Context: an optimization exercise on an open-source flow, tuned for small area and a short achievable clock period. The choices shown serve that exercise and are no tape-out recipe. The RTL was checked by simulation tests, not by an equivalence proof against the original design. Power figures rest on the tool's default switching activity, not on a simulated workload.

$ cat flow/config.mk
export PLATFORM = sky130hd
export DESIGN_NAME = rs_decoder_top
export DESIGN_NICKNAME = rs_decoder_top
export VERILOG_FILES = /design/flow/design.v
export SDC_FILE = /design/flow/constraint.sdc
export NUM_CORES = 4
export LEC_CHECK = 0
export CAP_MARGIN = 20
export CORE_MARGIN = 2
export CORE_UTILIZATION = 60
export CTS_CLUSTER_DIAMETER = 100
export CTS_CLUSTER_SIZE = 22
export GPL_TIMING_DRIVEN = 0
export SLEW_MARGIN = 20
$ cat flow/constraint.sdc
create_clock -name core_clock -period 22.0 [get_ports {iclk}]
set_input_delay 4.4000 -clock core_clock [delete_from_list [all_inputs] [get_ports {iclk}]]
set_output_delay 4.4000 -clock core_clock [all_outputs]
set_load 0.01 [all_outputs]
$ cat flow/design.v
package rs_gf_pkg;
  typedef logic [8-1:0] data_t;
  localparam int field_order = (2 ** 8) - 1;
  localparam logic [2*8-2:0] irr_poly = 285;
  function automatic data_t gf_mult(data_t a, data_t b);
    logic [2*8-2:0] prod;
    prod = '0;
    for (int i = 0; i < 8; i++) begin
      if (b[i]) begin
        prod ^= {{(8-1){1'b0}}, a} << i;
      end
    end
    for (int i = 2*8-2; i >= 8; i--) begin
      if (prod[i]) begin
        prod ^= irr_poly << (i - 8);
      end
    end
    gf_mult = prod[8-1:0];
  endfunction
  function automatic data_t gf_mult2(data_t a, data_t b, data_t c, data_t d);
    logic [2*8-2:0] prod;
    prod = '0;
    for (int i = 0; i < 8; i++) begin
      if (b[i]) begin
        prod ^= {{(8-1){1'b0}}, a} << i;
      end
      if (d[i]) begin
        prod ^= {{(8-1){1'b0}}, c} << i;
      end
    end
    for (int i = 2*8-2; i >= 8; i--) begin
      if (prod[i]) begin
        prod ^= irr_poly << (i - 8);
      end
    end
    gf_mult2 = prod[8-1:0];
  endfunction
  function automatic data_t gf_pow_alpha(int e);
    data_t r;
    r = data_t'(1);
    for (int i = 0; i < (e % field_order); i++) begin
      r = gf_mult(r, data_t'(2));
    end
    gf_pow_alpha = r;
  endfunction
  function automatic logic [3:0] gf16_mult(logic [3:0] a, logic [3:0] b);
    logic [6:0] p;
    p = '0;
    for (int i = 0; i < 4; i++) begin
      if (b[i]) begin
        p ^= {3'b000, a} << i;
      end
    end
    for (int i = 6; i >= 4; i--) begin
      if (p[i]) begin
        p ^= 7'b0010011 << (i - 4);
      end
    end
    gf16_mult = p[3:0];
  endfunction
  function automatic logic [3:0] gf16_inv(logic [3:0] a);
    case (a)
      4'h1: gf16_inv = 4'h1;  4'h2: gf16_inv = 4'h9;  4'h3: gf16_inv = 4'he;
      4'h4: gf16_inv = 4'hd;  4'h5: gf16_inv = 4'hb;  4'h6: gf16_inv = 4'h7;
      4'h7: gf16_inv = 4'h6;  4'h8: gf16_inv = 4'hf;  4'h9: gf16_inv = 4'h2;
      4'ha: gf16_inv = 4'hc;  4'hb: gf16_inv = 4'h5;  4'hc: gf16_inv = 4'ha;
      4'hd: gf16_inv = 4'h4;  4'he: gf16_inv = 4'h3;  4'hf: gf16_inv = 4'h8;
      default: gf16_inv = 4'h0;
    endcase
  endfunction
  localparam logic [63:0] to_comp   = 64'h203a64f4d224a001;
  localparam logic [63:0] from_comp = 64'h822480b26e841c01;
  function automatic data_t gf_basis(data_t a, logic [63:0] m);
    for (int r = 0; r < 8; r++) begin
      gf_basis[r] = ^(a & m[8*r +: 8]);
    end
  endfunction
  function automatic data_t gf_inv(data_t a);
    data_t c;
    logic [3:0] d;
    logic [3:0] di;
    c  = gf_basis(a, to_comp);
    d  = gf16_mult(gf16_mult(c[7:4], c[7:4]), 4'h9) ^ gf16_mult(c[7:4], c[3:0]) ^ gf16_mult(c[3:0], c[3:0]);
    di = gf16_inv(d);
    gf_inv = gf_basis({gf16_mult(c[7:4], di), gf16_mult(c[7:4] ^ c[3:0], di)}, from_comp);
  endfunction
endpackage
package rs_frame_pkg;
  typedef logic [4-1:0] tag_t;
  typedef logic [$clog2(255)-1:0] pos_t;
  typedef logic [$clog2(8+2)-1:0] cnt_t;
endpackage
module rs_symbol_framer (
  input  logic               iclk,
  input  logic               ireset,
  input  logic               iclkena,
  input  logic               isop,
  input  logic               ival,
  input  rs_gf_pkg::data_t   idat,
  output logic               sym_val,
  output logic               sym_first,
  output rs_gf_pkg::data_t   sym_dat,
  output logic               synd_val
);
  logic               in_v;
  logic               in_sop;
  rs_gf_pkg::data_t   in_dat;
  rs_frame_pkg::pos_t cnt;
  logic in_frame;
  logic last_sym;
  always_ff @(posedge iclk or posedge ireset) begin
    if (ireset) begin
      in_v <= 1'b0;
    end
    else begin
      in_v <= iclkena & ival;
    end
  end
  always_ff @(posedge iclk) begin
    in_sop <= isop;
    in_dat <= idat;
  end
  assign in_frame  = in_sop | (cnt != '0);
  assign sym_val   = in_v & in_frame;
  assign sym_first = in_v & in_sop;
  assign sym_dat   = in_dat;
  assign last_sym  = sym_val & (cnt == rs_frame_pkg::pos_t'(255-1));
  always_ff @(posedge iclk or posedge ireset) begin
    if (ireset) begin
      cnt       <= '0;
      synd_val  <= 1'b0;
    end
    else begin
      synd_val <= last_sym;
      if (last_sym) begin
        cnt       <= '0;
      end
      else if (sym_val) begin
        cnt <= in_sop ? rs_frame_pkg::pos_t'(1) : cnt + 1'b1;
      end
    end
  end
endmodule
module rs_syndrome_cell #(
  parameter int root_idx = 0
) (
  input  logic             iclk,
  input  logic             sym_val,
  input  logic             sym_first,
  input  rs_gf_pkg::data_t sym_dat,
  output rs_gf_pkg::data_t syndrome
);
  localparam rs_gf_pkg::data_t root = rs_gf_pkg::gf_pow_alpha(root_idx + 0);
  rs_gf_pkg::data_t acc_next;
  always_comb begin
    if (sym_first) begin
      acc_next = sym_dat;
    end
    else begin
      acc_next = rs_gf_pkg::gf_mult(syndrome, root) ^ sym_dat;
    end
  end
  always_ff @(posedge iclk) begin
    if (sym_val) begin
      syndrome <= acc_next;
    end
  end
endmodule
module rs_berlekamp_ribm (
  input  logic               iclk,
  input  logic               ireset,
  input  logic               synd_val,
  input  rs_gf_pkg::data_t [1:16] syndrome,
  input  logic               loc_take,
  output logic               loc_val,
  output rs_gf_pkg::data_t [0:8] loc_poly,
  output rs_gf_pkg::data_t [0:8-1] omega_poly,
  output rs_frame_pkg::cnt_t loc_len,
  output logic               loc_fail
);
  localparam int t   = 8;
  localparam int t2  = 16;
  localparam int np  = t2 + t - 1;    
  rs_gf_pkg::data_t syn [0:t2-1];
  rs_gf_pkg::data_t lam [0:t];
  rs_gf_pkg::data_t cb  [0:t-1];
  rs_gf_pkg::data_t cb_d;
  rs_gf_pkg::data_t gamma;
  rs_gf_pkg::data_t delta;
  rs_gf_pkg::data_t acc;
  logic [5:0]       kv;
  logic             c1_keep;
  logic             busy;
  logic [4:0]       pass;
  logic [3:0]       step;
  logic [4:0]       idx;
  logic             p_first;
  logic             st0;
  logic             st1;
  logic             last_step;
  logic             p_bm;
  logic             p_fin;
  logic             swap;
  rs_gf_pkg::data_t lam_h;
  rs_gf_pkg::data_t cb_h;
  rs_gf_pkg::data_t cb_x;
  rs_gf_pkg::data_t lam_new;
  rs_gf_pkg::data_t s_h;
  rs_gf_pkg::data_t acc_new;
  rs_gf_pkg::data_t cb_w;
  logic [4:0]       idx_base;
  assign last_step = (step == 4'(t));
  assign p_bm      = (pass < 5'(t2));
  assign p_fin     = (pass == 5'(np));
  assign swap      = (delta != '0) && !kv[5];
  always_comb begin
    if (p_first) begin
      lam_h = st0 ? rs_gf_pkg::data_t'(1) : '0;
      cb_h  = st0 ? rs_gf_pkg::data_t'(1) : '0;
    end
    else begin
      lam_h = lam[0];
      cb_h  = (st0 && !c1_keep) ? '0 : cb[0];
    end
    cb_x    = st0 ? '0 : cb_d;
    lam_new = rs_gf_pkg::gf_mult2(gamma, lam_h, delta, cb_x);
    s_h     = idx[4] ? '0 : syn[idx[3:0]];
    acc_new = (st1 ? '0 : acc) ^ rs_gf_pkg::gf_mult(lam[t], s_h);
    if (!p_bm) begin
      cb_w = acc_new;
    end
    else if (st0 || swap) begin
      cb_w = lam_h;
    end
    else begin
      cb_w = cb_x;
    end
    if (pass < 5'(t2 - 1)) begin
      idx_base = pass + 5'd1;
    end
    else begin
      idx_base = pass - 5'(t2 - 1);
    end
  end
  always_ff @(posedge iclk or posedge ireset) begin
    if (ireset) begin
      busy    <= 1'b0;
      loc_val <= 1'b0;
    end
    else begin
      if (loc_take) begin
        loc_val <= 1'b0;
      end
      if (synd_val) begin
        busy <= 1'b1;
      end
      else if (busy && p_fin) begin
        busy    <= 1'b0;
        loc_val <= 1'b1;
      end
    end
  end
  always_ff @(posedge iclk) begin
    if (synd_val) begin
      pass    <= '0;
      step    <= '0;
      p_first <= 1'b1;
      st0     <= 1'b1;
      st1     <= 1'b0;
    end
    else if (busy) begin
      st0 <= last_step;
      st1 <= st0;
      if (last_step) begin
        step    <= '0;
        pass    <= pass + 1'b1;
        p_first <= 1'b0;
      end
      else begin
        step <= step + 1'b1;
      end
    end
  end
  always_ff @(posedge iclk) begin
    acc  <= acc_new;
    cb_d <= cb_h;
    idx <= st0 ? idx_base : idx - 1'b1;
  end
  always_ff @(posedge iclk) begin
    if (synd_val) begin
      for (int j = 0; j < t2; j++) begin
        syn[j] <= syndrome[j+1];
      end
      gamma   <= rs_gf_pkg::data_t'(1);
      delta   <= syndrome[1];
      kv      <= '0;
    end
    else if (busy) begin
      if (!p_fin) begin
        for (int j = 0; j < t; j++) begin
          lam[j] <= lam[j+1];
        end
        lam[t] <= lam_new;
      end
      if (p_bm ? !last_step : st0) begin
        for (int j = 0; j < t-1; j++) begin
          cb[j] <= cb[j+1];
        end
        cb[t-1] <= cb_w;
      end
      if (st1 && p_bm) begin
        c1_keep <= swap;
      end
      if (st0 && !p_first && p_bm) begin
        delta <= acc_new;
      end
      if (last_step && p_bm) begin
        if (swap) begin
          gamma <= delta;
          kv    <= ~kv;
        end
        else begin
          kv    <= kv + 1'b1;
        end
        if (pass == 5'(t2 - 1)) begin
          gamma <= rs_gf_pkg::data_t'(1);
          delta <= '0;
        end
      end
    end
  end
  always_comb begin
    for (int i = 0; i <= t; i++) begin
      loc_poly[i] = lam[i];
    end
    for (int i = 0; i < t; i++) begin
      omega_poly[i] = cb[i];
    end
  end
  assign loc_fail = kv[5];
  assign loc_len  = rs_frame_pkg::cnt_t'((6'(t2) - kv) >> 1);
endmodule
module rs_chien_forney (
  input  logic               iclk,
  input  logic               ireset,
  input  logic               iclkena,
  input  logic               loc_val,
  input  rs_gf_pkg::data_t [0:8] loc_poly,
  input  rs_gf_pkg::data_t [0:8-1] omega_poly,
  input  rs_frame_pkg::cnt_t loc_len,
  input  logic               loc_fail,
  output logic               loc_take,
  output logic               oerr_val,
  output rs_frame_pkg::pos_t oerr_pos,
  output rs_gf_pkg::data_t   oerr_mag,
  output logic               oframe_done,
  output rs_frame_pkg::cnt_t oerr_cnt,
  output logic               odecfail,
  output rs_frame_pkg::tag_t otag
);
  localparam int t = 8;
  logic               en_d;
  rs_gf_pkg::data_t lam_reg [0:t];
  rs_gf_pkg::data_t omg_reg [0:t-1];
  rs_gf_pkg::data_t lam_nxt [0:t];
  rs_gf_pkg::data_t omg_nxt [0:t-1];
  logic               e_val;
  rs_frame_pkg::pos_t e_pos;
  logic               e_last;
  logic               e_root;
  rs_frame_pkg::cnt_t e_len;
  logic               e_fail;
  rs_frame_pkg::cnt_t root_cnt;
  rs_frame_pkg::cnt_t root_cnt_nxt;
  rs_gf_pkg::data_t   lam_even;
  rs_gf_pkg::data_t   lam_odd;
  rs_gf_pkg::data_t   omg_sum;
  logic               s1_val;
  logic               s1_first;
  logic               s1_last;
  logic               s1_root;
  rs_gf_pkg::data_t   s1_lodd;
  logic               s2_val;
  logic               s2_last;
  logic               s2_root;
  rs_gf_pkg::data_t   s2_inv;
  logic               v_val;
  logic               v_done;
  rs_gf_pkg::data_t   v_mag;
  logic               p_val;
  logic               p_done;
  rs_gf_pkg::data_t   p_mag;
  logic               omg_take;
  assign e_last   = (e_pos == rs_frame_pkg::pos_t'(255-1));
  assign loc_take = en_d & loc_val & (~e_val | e_last);
  assign omg_take = en_d & s1_val & s1_first;
  for (genvar g = 0; g <= t; g++) begin : g_term
    localparam rs_gf_pkg::data_t step = rs_gf_pkg::gf_pow_alpha(g + rs_gf_pkg::field_order - 4);
    assign lam_nxt[g] = rs_gf_pkg::gf_mult(lam_reg[g], step);
    always_ff @(posedge iclk) begin
      if (loc_take) begin
        lam_reg[g] <= loc_poly[g];
      end
      else if (en_d && e_val) begin
        lam_reg[g] <= lam_nxt[g];
      end
    end
    if (g < t) begin : g_omega
      assign omg_nxt[g] = rs_gf_pkg::gf_mult(omg_reg[g], step);
      always_ff @(posedge iclk) begin
        if (omg_take) begin
          omg_reg[g] <= omega_poly[g];
        end
        else if (en_d && s2_val) begin
          omg_reg[g] <= omg_nxt[g];
        end
      end
    end
  end
  always_comb begin
    lam_even = '0;
    lam_odd  = '0;
    omg_sum  = '0;
    for (int i = 0; i <= t; i++) begin
      if (i % 2 == 1) begin
        lam_odd ^= lam_nxt[i];
      end
      else begin
        lam_even ^= lam_nxt[i];
      end
    end
    for (int i = 0; i < t; i++) begin
      omg_sum ^= omg_nxt[i];
    end
  end
  assign e_root       = (lam_even ^ lam_odd) == '0;
  assign root_cnt_nxt = root_cnt + rs_frame_pkg::cnt_t'(e_root);
  always_ff @(posedge iclk or posedge ireset) begin
    if (ireset) begin
      en_d        <= 1'b0;
      e_val       <= 1'b0;
      s1_val      <= 1'b0;
      s2_val      <= 1'b0;
      v_val       <= 1'b0;
      v_done      <= 1'b0;
      p_val       <= 1'b0;
      p_done      <= 1'b0;
      oerr_val    <= 1'b0;
      oerr_pos    <= '0;
      oframe_done <= 1'b0;
      otag        <= '0;
    end
    else begin
      en_d <= iclkena;
      if (en_d) begin
        if (loc_take) begin
          e_val <= 1'b1;
        end
        else if (e_val && e_last) begin
          e_val <= 1'b0;
        end
        s1_val <= e_val;
        s2_val <= s1_val;
        v_val  <= s2_val;
        v_done <= s2_val & s2_last;
        p_val  <= v_val;
        p_done <= v_done;
      end
      if (iclkena) begin
        oerr_val    <= en_d ? v_val  : p_val;
        oframe_done <= en_d ? v_done : p_done;
        if (oerr_val) begin
          oerr_pos <= (oerr_pos == rs_frame_pkg::pos_t'(255-1)) ? '0 : oerr_pos + 1'b1;
        end
        if (oframe_done) begin
          otag <= otag + 1'b1;
        end
      end
    end
  end
  always_ff @(posedge iclk) begin
    if (loc_take) begin
      e_len    <= loc_len;
      e_fail   <= loc_fail;
      e_pos    <= '0;
      root_cnt <= '0;
    end
    else if (en_d && e_val) begin
      e_pos    <= e_pos + 1'b1;
      root_cnt <= root_cnt_nxt;
    end
    if (en_d) begin
      s1_first <= (e_pos == '0);
      s1_last  <= e_last;
      s1_root  <= e_val & e_root;
      s1_lodd  <= lam_odd;
      s2_last  <= s1_last;
      s2_root  <= s1_root;
      s2_inv   <= rs_gf_pkg::gf_inv(s1_lodd);
      v_mag    <= s2_root ? rs_gf_pkg::gf_mult(omg_sum, s2_inv) : '0;
      p_mag    <= v_mag;
      if (e_val && e_last) begin
        oerr_cnt <= root_cnt_nxt;
        odecfail <= e_fail | (root_cnt_nxt != e_len);
      end
    end
    if (iclkena) begin
      oerr_mag <= en_d ? v_mag : p_mag;
    end
  end
endmodule
module rs_decoder_top (
  input  logic               iclk,
  input  logic               ireset,
  input  logic               iclkena,
  input  logic               isop,
  input  logic               ival,
  input  rs_gf_pkg::data_t   idat,
  output logic               oerr_val,
  output rs_frame_pkg::pos_t oerr_pos,
  output rs_gf_pkg::data_t   oerr_mag,
  output logic               oframe_done,
  output rs_frame_pkg::cnt_t oerr_cnt,
  output logic               odecfail,
  output rs_frame_pkg::tag_t otag
);
  logic  sym_val;
  logic  sym_first;
  rs_gf_pkg::data_t sym_dat;
  logic  synd_val;
  rs_gf_pkg::data_t [1:16] syndrome;
  logic  loc_val;
  logic  loc_take;
  rs_gf_pkg::data_t [0:8] loc_poly;
  rs_gf_pkg::data_t [0:8-1] omega_poly;
  rs_frame_pkg::cnt_t  loc_len;
  logic  loc_fail;
  rs_symbol_framer framer0 (
    .iclk      (iclk),
    .ireset    (ireset),
    .iclkena   (iclkena),
    .isop      (isop),
    .ival      (ival),
    .idat      (idat),
    .sym_val   (sym_val),
    .sym_first (sym_first),
    .sym_dat   (sym_dat),
    .synd_val  (synd_val)
  );
  for (genvar g = 0; g < 16; g++) begin : g_synd
    rs_syndrome_cell #(
      .root_idx (g)
    ) cell0 (
      .iclk      (iclk),
      .sym_val   (sym_val),
      .sym_first (sym_first),
      .sym_dat   (sym_dat),
      .syndrome  (syndrome[g+1])
    );
  end
  rs_berlekamp_ribm ribm0 (
    .iclk       (iclk),
    .ireset     (ireset),
    .synd_val   (synd_val),
    .syndrome   (syndrome),
    .loc_take   (loc_take),
    .loc_val    (loc_val),
    .loc_poly   (loc_poly),
    .omega_poly (omega_poly),
    .loc_len    (loc_len),
    .loc_fail   (loc_fail)
  );
  rs_chien_forney chien0 (
    .iclk        (iclk),
    .ireset      (ireset),
    .iclkena     (iclkena),
    .loc_val     (loc_val),
    .loc_poly    (loc_poly),
    .omega_poly  (omega_poly),
    .loc_len     (loc_len),
    .loc_fail    (loc_fail),
    .loc_take    (loc_take),
    .oerr_val    (oerr_val),
    .oerr_pos    (oerr_pos),
    .oerr_mag    (oerr_mag),
    .oframe_done (oframe_done),
    .oerr_cnt    (oerr_cnt),
    .odecfail    (odecfail),
    .otag        (otag)
  );
endmodule
$ cat flow/flow/run.sh
#!/bin/bash
# Standard layout, with the setup repair aiming well below the clock period:
# the clock and constraints are unchanged, repair_timing just works until
# the worst path is at most TARGET ns long.
set -euo pipefail
TARGET=${TARGET:-5.6}
export SETUP_SLACK_MARGIN=$(python3 -c "print(round($FLOW_PERIOD_NS - $TARGET, 3))")
bash standard.sh > standard_flow.log 2>&1
$ cat flow/standard.sh
#!/bin/bash
# synth_recipe.tcl (not shown) runs the flow's synth.tcl, then flattens the netlist and writes it again
# the make line also repeats each setting of config.mk as NAME=value (left out here)
make -C /OpenROAD-flow-scripts/flow DESIGN_CONFIG=/design/flow/config.mk WORK_HOME=/design/flow/orfs CLKGATE_MAP_FILE= SYNTH_SCRIPT=/design/flow/synth_recipe.tcl "${@:-finish}"
==> metrics.md, run 1 <==
| Metric | Value |
|---|---|
| DR iter-0 viols | `2118` |
| Top post-synthesis cells by area | `edfxtp_1 49%, xnor2_1 16%, nand2_1 6.8%` |
| Via count | `22400` |
| Cell count after synthesis | `3107` |
| H-tree depth | `2` |
| Synth Flop Type | `edfxtp_1` |
| Register area share after synthesis | `0.555` |
| Post-Place Cells | `3931` |
| CP Buf/Inv Count | `1` |
| Peak VDD IR | `0.000257 V` |
| Final Hold Vio Count | `0` |
| Leakage power | `about 14 nW` |
| Drc violations | `0` |
| Crit path max fanout | `4` |
| CP Cell Sequence | `buf_2` |
| First-pass GRT wire length | `135 mm` |
| Crit-path leading delay family | `flip-flops` |
| Fin nets | `between 3000 and 4000` |
| Hold buffer count at cts | `0` |
| Longest Clk Path Bufs | `3` |
| Final worst path period share | `0.252` |
| Area growth syn-to-layout | `8.09%` |
| Inserted Diodes | `0` |
| Synth Cell Area | `~0.036 mm2` |
| Max-Cap Viols | `0` |
| Critical Path RT | `approximately 18 ns` |
| Max-slew violation count | `0` |
| Vias in the first global route | `22600` |
| Die X | `248 um` |
| Placed Area | `0.0376 mm2` |
| DRT antenna net count | `0` |
| Seq cells post-synth | `between 600 and 700` |
| Yosys cell types | `78` |
| Max incr delay on CP | `0.42 ns` |
| Worst Path Arrival | `1.15 ns` |
| CP Launch Type | `flop` |
| Wire per inst | `21.7 um` |
| Mean Syn Cell Area | `11.5 um2` |
| EDFF count, synth | `584` |
| Synth Warn # | `26` |
| Status | `no timing/DRC/antenna violations` |
| Routability Congestion | `about 0.93` |
| Final Instance Area | `0.0388 mm2` |
| Worst-Margin Slew | `1.19 ns` |
| Post-DR vias/cell | `5.59` |
| Crit Path Class | `reg2out` |
| Post-route clock skew | `around 0.025 ns` |
| Area leader, netlist | `edfxtp_1` |
| Endpoint type of the worst setup path | `output port` |
| Worst min-delay path class | `reg2reg` |
| DIE AREA | `0.0617 mm2` |
| CTS tree | `yes` |
| Global Route Usage Sum | `0.283` |
| TNS Setup | `0 ns` |
| Final setup violation count | `0` |
| Num CTS Buffers | `38` |
| Fin Hold WS | `0.428 ns` |
| F_max | `180 MHz` |
| Root buffer cell | `clkbuf_16` |
| Port bufs | `39` |
| Final WL | `87.2 mm` |
| Initial Utilization | `0.608` |
| IO Count | `40` |
| Clk latency of the worst-skew pair | `0.60 ns` |
| Layout Cells excl Fill | `4015` |
| Largest net degree at the start of global routing | `81` |
| Share of the synthesized area in the top cell type | `0.489` |
| Die Ht | `248 um` |
| CTS Sinks | `around 690` |
| Biggest regs | `g_synd.cell0.syndrome: 128 flops, ribm0.syn: 128 flops` |
| Drt first pass iters | `6` |
| Core ar. | `0.0590 mm2` |
| Share of cells above drive strength 1 | `0.0623` |
| RSZ-0062 raised after global routing | `yes` |
| Site Rows | `89` |
| Gr ovfl total | `0` |
| Ys async rst share | `0.0490` |
| HPWL after DPL | `62.8 mm` |
| Initial antenna violation count | `0` |
| Slew HR | `0.205` |
| Syn_nets | `between 3000 and 4000` |
| Clk slew on worst S/H paths | `roughly 0.09 ns` |
| Tmin final | `5.55 ns` |
| Worst path slowest cell | `dfrtp_1` |
| Power density cells | `96.6 mW/mm2` |
==> area by class of cell <==
type	instances	area, um2
clock buffer	67	1140
buffer	156	617
clock inverter	3	30.0
inverter	38	150
sequential	694	19900
timing repair buffer	65	683
tap	773	967
fill	4611	20300
multi-input combinational	2219	15200
==> worst paths after layout <==
| check | endpoint | slack [ns] | start | cells after the start |
|---|---|---|---|---|
| setup / recovery | oerr_val | 16.45 | chien0.oerr_val$_DFFE_PP0P_ | 1 |
| hold / removal | chien0.s2_root$_DFFE_PP_ | 0.43 | chien0.s1_root$_DFFE_PP_ | 0 |
| setup reg to reg | ribm0.cb[7][4]$_DFFE_PP_ | 16.65 | ribm0.idx[1]$_DFF_P_ | 17 |
| hold reg to reg | chien0.s2_root$_DFFE_PP_ | 0.43 | chien0.s1_root$_DFFE_PP_ | 0 |
| max in group asynchronous | chien0.en_d$_DFF_PP0_ | 17.43 | ireset | 3 |
| min in group asynchronous | framer0.synd_val$_DFF_PP0_ | 4.10 | ireset | 2 |
==> synth_stat cells, drive strengths merged, types with 5 or more instances <==
master,instances
a222oi,8
a21oi,76
nor3,8
ha,32
o21ai,76
nand2b,15
nand3,33
or2,5
and2,21
nand4,8
a21o,8
dfrtp,34
a221oi,12
a22oi,35
xnor2,644
nor2,156
nand3b,10
xnor3,24
clkbuf,112
a31oi,5
buf,44
nand2,647
edfxtp,584
and3,10
xor2,240
nor2b,18
mux2i,35
dfxtp,76
inv,37
nor4,6
a211oi,11
mux2,30
==> power breakdown <==
group          leakage, nW  total (W)  switching [W]  internal, W
registers             6.77    0.00170      0.0000818      0.00161
clock network        0.559   0.000785       0.000424     0.000360
logic                 6.83    0.00126       0.000596     0.000667
total                 14.2    0.00374        0.00110      0.00264
==> cells by family (layout without fill, tap and decap cells) <==
group / after synthesis / count (layout) / synth area share
and+or+nand+nor: 954 / 954 / 0.111
xor gates and xnor gates: 911 / 911 / 0.237
DFF: 694 / 694 / 0.555
AOI/OAI and AO/OA: 256 / 256 / 0.0450
buffers and inverters: 194 / 329 / 0.0210
muxes: 66 / 66 / 0.0202
adders and majority gates: 32 / 32 / 0.0112
==> metal layers <==
layer	part of all wire	up-vias	GRT usage
li1	-	10600	-
met1	0.41	11000	0.375
met2	0.50	682	0.488
met3	0.050	155	0.0273
met4	0.038	0	0.0994
met5	0	-	0
==> placed cells by master, fill, tap and decap left out, types with 10 or more instances in the layout <==
cell / synthesis / layout
dfrtp_1: 34 / 27
mux2_2: 30 / 30
nand3b_1: 10 / 10
a211oi_1: 11 / 10
a221oi_1: 12 / 12
nand2_1: 645 / 643
and3_1: 10 / 10
edfxtp_1: 584 / 584
and2_1: 21 / 21
mux2i_1: 34 / 34
buf_16: 0 / 10
clkbuf_16: 0 / 42
dfxtp_1: 76 / 76
buf_4: 1 / 15
a21oi_1: 75 / 74
xnor3_1: 22 / 22
xnor2_1: 635 / 635
nor2b_1: 18 / 17
clkbuf_1: 112 / 137
a22oi_1: 35 / 35
buf_2: 17 / 46
nand3_1: 32 / 32
buf_1: 26 / 21
clkdlybuf4s50_1: 0 / 11
nor2_1: 155 / 154
inv_1: 34 / 32
nand2b_1: 15 / 15
xor2_1: 237 / 237
ha_1: 32 / 32
o21ai_0: 72 / 72
==> worst register-to-register path: cells and delay by family, from the launching register on <==
family,cells,cell delay (ns)
XOR/XNOR,4,1.59
adder cells (fa/ha/maj),1,0.15
AO/OA/AOI/OAI,4,1.17
flip-flops,1,0.35
buffers and inverters,5,1.39
AND/OR/NAND/NOR,3,0.41
==> stage by stage <==
stage	setup slack (ns)	power, W	util
floorplan	16.85	0.00277	-
global placement	15.11	0.00296	0.631
detailed placement	15.43	0.00299	0.637
CTS	16.33	0.00377	0.657
global route	16.39	0.00395	0.657
finish	16.45	0.00374	0.657
==> what timing repair did <==
action                                  in CTS  in global routing
setup buffers                               14                  0
gates resized for setup                    112                  5
endpoints found under the setup margin      37                  8
hold endpoints to repair                     0                  0
==> inputs of run 2 (changes only) <==
--- a/flow/config.mk
+++ b/flow/config.mk
@@ -11,4 +11,3 @@
 export CTS_CLUSTER_DIAMETER = 100
 export CTS_CLUSTER_SIZE = 22
-export GPL_TIMING_DRIVEN = 0
 export SLEW_MARGIN = 20
==> run 2 against run 1 <==
Effect of this change: still clean on timing, DRC and antenna; total power is 0.71% lower; sequential cell count stayed put; synthesized cell count stayed put; first-iteration DRC count is 21% lower; combinational power is 3% lower; fmax is 0.28% lower; critical endpoint is now oerr_pos[5]; clock skew is 0.013 ns higher; die area stayed put.
==> metrics.md, run 2 <==
| Metric | Value |
|---|---|
| DRT antenna net count | `0 (unchanged)` |
| Most frequent cells in the layout | `642 x nand2_1, 633 x xnor2_1, 584 x edfxtp_1 (was 643 x nand2_1, 635 x xnor2_1, 584 x edfxtp_1)` |
| DR iter-0 viols | `1666 (was 2118)` |
| Mean Syn Cell Area | `11.5 um2 (unchanged)` |
| Seq cells post-synth | `694 (unchanged)` |
| WHS Path Cells | `0 (unchanged)` |
| Crit path max fanout | `2 (was 4)` |
| Ys async rst share | `0.0490 (unchanged)` |
| Clk latency of the worst-skew pair | `0.59 ns (was 0.60 ns)` |
| Area leader, netlist | `edfxtp_1 (unchanged)` |
| EDFF count, synth | `584 (unchanged)` |
| CP startpoint | `chien0.oerr_pos[5]$_DFFE_PP0P_ (was chien0.oerr_val$_DFFE_PP0P_)` |
| Hold buffer count at cts | `0 (unchanged)` |
| Post-Synth XOR/XNOR Area | `0.237 (unchanged)` |
| Switch Pwr | `0.00110 W (about the same)` |
| Power density cells | `97.6 mW/mm2 (was 96.6 mW/mm2)` |
| Root buffer cell | `clkbuf_16 (unchanged)` |
| Post-Place Cells | `3793 (was 3931)` |
| Worst min-delay path class | `reg2reg (unchanged)` |
| Leading cell type by number of instances after synthesis | `nand2_1 (unchanged)` |
| Initial Utilization | `0.608 (unchanged)` |
| Fin nets | `3121 (was 3257)` |
| FF-to-FF path depth | `15 (was 17)` |
| Routability Congestion | `0.848 (was 0.928)` |
| Tmin final | `5.57 ns (was 5.55 ns)` |
| Syn_nets | `3152 (unchanged)` |
| Worst reg2reg setup slack | `16.73 ns (was 16.65 ns)` |
| Combinational power share | `0.328 (was 0.337)` |
| CP Buf/Inv Count | `1 (unchanged)` |
| Share of the synthesized area in the top cell type | `0.489 (unchanged)` |
| Worst Path Arrival | `1.17 ns (was 1.15 ns)` |
| Layout Cells excl Fill | `3878 (was 4015)` |
| Clock share of power | `0.208 (was 0.210)` |
| Drt first pass iters | `6 (unchanged)` |
| Clk slew on worst S/H paths | `0.10 ns (was 0.09 ns)` |
| Post-route clock skew | `0.0377 ns (was 0.0248 ns)` |
| TNS Setup | `0 ns (unchanged)` |
| F_max | `180 MHz (about the same)` |
| Cell count after synthesis | `3107 (unchanged)` |
| Num CTS Buffers | `39 (was 38)` |
| Worst-Margin Slew | `1.10 ns (was 1.19 ns)` |
| CP Cell Sequence | `buf_6 (was buf_2)` |
| Worst path slowest cell | `dfrtp_2 (was dfrtp_1)` |
| Seq pwr share | `0.463 (was 0.453)` |
| Initial antenna violation count | `0 (unchanged)` |
| Post-synthesis simple-gate area fraction | `0.111 (unchanged)` |
| Gr ovfl total | `0 (unchanged)` |
| Global Route Usage Sum | `0.257 (was 0.283)` |
| RR Startpoint | `chien0.s1_lodd[5]$_DFFE_PP_ (was ribm0.idx[1]$_DFF_P_)` |
| Synth Cell Area | `0.0359 mm2 (unchanged)` |
| Critical Path RT | `17.60 ns (about the same)` |
| Largest net degree at the start of global routing | `97 (was 81)` |
| Via count | `21700 (was 22400)` |
| DIE AREA | `0.0617 mm2 (unchanged)` |
| Register area share after synthesis | `0.555 (unchanged)` |
| Commonest cells in the netlist | `645 x nand2_1, 635 x xnor2_1, 584 x edfxtp_1, 237 x xor2_1, 155 x nor2_1 (unchanged)` |
| Synth Area in Adders | `0.0112 (unchanged)` |
| Mux contribution to synthesized area | `0.0202 (unchanged)` |
| RSZ-0062 raised after global routing | `yes (unchanged)` |
| Synth Warn # | `26 (unchanged)` |
| Slew HR | `0.270 (was 0.205)` |
| Final worst slack | `16.43 ns (was 16.45 ns)` |
| Leakage power | `13.9 nW (was 14.2 nW)` |
| Crit-path leading delay family | `flip-flops (unchanged)` |
| Power Internal | `0.00262 W (was 0.00264 W)` |
| Biggest regs | `g_synd.cell0.syndrome: 128 flops, ribm0.syn: 128 flops (unchanged)` |
| Vias in the first global route | `21400 (was 22600)` |
| Top post-synthesis cells by area | `edfxtp_1 49%, xnor2_1 16%, nand2_1 6.8% (unchanged)` |
| Crit Path Class | `reg2out (unchanged)` |
| Max incr delay on CP | `0.45 ns (was 0.42 ns)` |
| Area growth syn-to-layout | `6.21% (was 8.09%)` |
| Port bufs | `39 (unchanged)` |
| Endpoint type of the worst setup path | `output port (unchanged)` |
| R2R Path End | `chien0.s2_inv[3]$_DFFE_PP_ (was ribm0.cb[7][4]$_DFFE_PP_)` |
| CTS Sinks | `694 (unchanged)` |
| Max-slew violation count | `0 (unchanged)` |
| HPWL after DPL | `53.5 mm (was 62.8 mm)` |
| Commonest non-fill, non-tap cell in the layout | `nand2_1 (unchanged)` |
| Wire per inst | `20.5 um (was 21.7 um)` |
| Fin Hold WS | `0.439 ns (was 0.428 ns)` |
| Main combinational cell family by area after synthesis | `XOR/XNOR gates (unchanged)` |
| Site Rows | `89 (unchanged)` |
| Hold path startpoint | `chien0.s1_root$_DFFE_PP_ (unchanged)` |
| Die X | `248 um (unchanged)` |
| Max-Cap Viols | `0 (unchanged)` |
| Synth Area in Compound Gates | `0.0450 (unchanged)` |
| CTS tree | `yes (unchanged)` |
| Peak VDD IR | `0.000135 V (was 0.000257 V)` |
| Yosys cell types | `78 (unchanged)` |
| Inserted Diodes | `0 (unchanged)` |
| Setup WS pre-CTS | `15.97 ns (was 15.43 ns)` |
| Core ar. | `0.0590 mm2 (unchanged)` |
| Final setup violation count | `0 (unchanged)` |
| Final Hold Vio Count | `0 (unchanged)` |
| Die Ht | `248 um (unchanged)` |
| Switch share | `0.295 (was 0.294)` |
| Final WL | `79.6 mm (was 87.2 mm)` |
| Final worst path period share | `0.253 (was 0.252)` |
| Post-DR vias/cell | `5.60 (was 5.59)` |
| CP Launch Type | `flop (unchanged)` |
| Synth Flop Type | `edfxtp_1 (unchanged)` |
| Status | `no timing/DRC/antenna violations (unchanged)` |
| H-tree depth | `2 (unchanged)` |
| First-pass GRT wire length | `125 mm (was 135 mm)` |
| Share of cells above drive strength 1 | `0.0660 (was 0.0623)` |
| Hold endpoint | `chien0.s2_root$_DFFE_PP_ (unchanged)` |
| Drc violations | `0 (unchanged)` |
| IO Count | `40 (unchanged)` |
| Longest Clk Path Bufs | `3 (unchanged)` |
-- run 2: changes by cell type in the layout (fill, tap and decap cells not counted), sizes merged --
cell / previous run / this run
clkdlybuf4s50: 11 / 12
clkinv: 1 / 4
buf: 95 / 69
inv: 39 / 40
clkbuf: 181 / 66
clkinvlp: 1 / 0
-- run 2: logic make-up (layout without fill, tap and decap cells) --
| kind of cell | count (synthesis) | after routing |
|---|---|---|
| and+or+nand+nor | 954 | 954 |
| xor gates and xnor gates | 911 | 911 |
| DFF | 694 | 694 |
| AOI/OAI and AO/OA | 256 | 256 |
| buffers and inverters | 194 | 192 |
| muxes | 66 | 66 |
| adders and majority gates | 32 | 32 |
-- run 2: metrics by stage --
| stage | util | power, W | area (um2) |
|---|---|---|---|
| after floorplan | - | 0.00277 | 35900 |
| after global placement | 0.625 | 0.00294 | 36900 |
| after detailed placement | 0.625 | 0.00297 | 36900 |
| after CTS | 0.644 | 0.00374 | 38000 |
| after global routing | 0.645 | 0.00392 | 38100 |
| final | 0.645 | 0.00372 | 38100 |
-- run 2: per-layer routing --
metal	share of wire	GRT usage	wire length (um)	vias up
met4	0.024	0.0616	1890	0
met2	0.50	0.439	39900	570
met3	0.045	0.0260	3570	99
li1	-	-	-	10300
met5	0	0	0	-
met1	0.43	0.357	34200	10700
-- run 2: what timing repair did --
| item | 4_1_cts | 5_1_grt |
|---|---|---|
| endpoints found under the setup margin | 27 | 11 |
| buffers inserted | 12 | 2 |
| gates resized for setup | 106 | 11 |
-- run 2: worst max path at each step --
| stage | to | cells after the start | slack [ns] |
|---|---|---|---|
| global placement | chien0.oerr_pos[4]$_DFFE_PP0P_ | 6 | 16.07 |
| finish | oerr_pos[5] | 1 | 16.43 |
| floorplan | chien0.e_val$_DFFE_PP0P_ | 1 | 16.85 |
| global route | chien0.s2_inv[3]$_DFFE_PP_ | 15 | 16.38 |
| detailed placement | chien0.oerr_pos[5]$_DFFE_PP0P_ | 6 | 15.97 |
| CTS | oerr_pos[0] | 1 | 16.33 |
-- run 2: layout make-up --
class	instances	area, um2
multi-input cells	2219	15300
clock buffers	64	1070
well taps	773	967
fillers	4629	20900
flip-flops and latches	694	19900
clock inverters	6	75.1
inverters	38	145
repair buffers	84	638
-- run 2: power by group through the flow --
stage | combinational (W) | clock [W] | sequential (W)
after floorplan | 0.00107 | 0 | 0.00170
after global placement | 0.00119 | 0 | 0.00175
after detailed placement | 0.00122 | 0 | 0.00175
after CTS | 0.00123 | 0.000792 | 0.00172
after global routing | 0.00134 | 0.000836 | 0.00174
final | 0.00122 | 0.000774 | 0.00172

what the ideal ports hide:
The flow's constraints put no driver on any port. The routed layouts listed below were extracted and timed again, unchanged, in two steps. Step 1: set_driving_cell puts a clkbuf_16 on iclk and a buf_2 on each other input, an assumption about the parent block. Step 2 moves the port delays by t, midway between the first and last clock arrival at a register: inputs arrive t later, outputs are due t later. That takes back most of the time a late clock gives input paths. Three values: ideal ports, drivers, drivers and shift; two values: the first two.
run	t (ns)	setup slack, ns	worst setup path after step 2
run 1	0.648	16.446 / 16.380 / 15.981	input to register
run 2	0.642	16.430 / 16.365 / 15.932	input to register
After both steps every run listed still meets setup and hold. For run 2, which loses most, drivers alone change the setup slack by -0.065 ns; drivers and shift together by -0.498 ns.
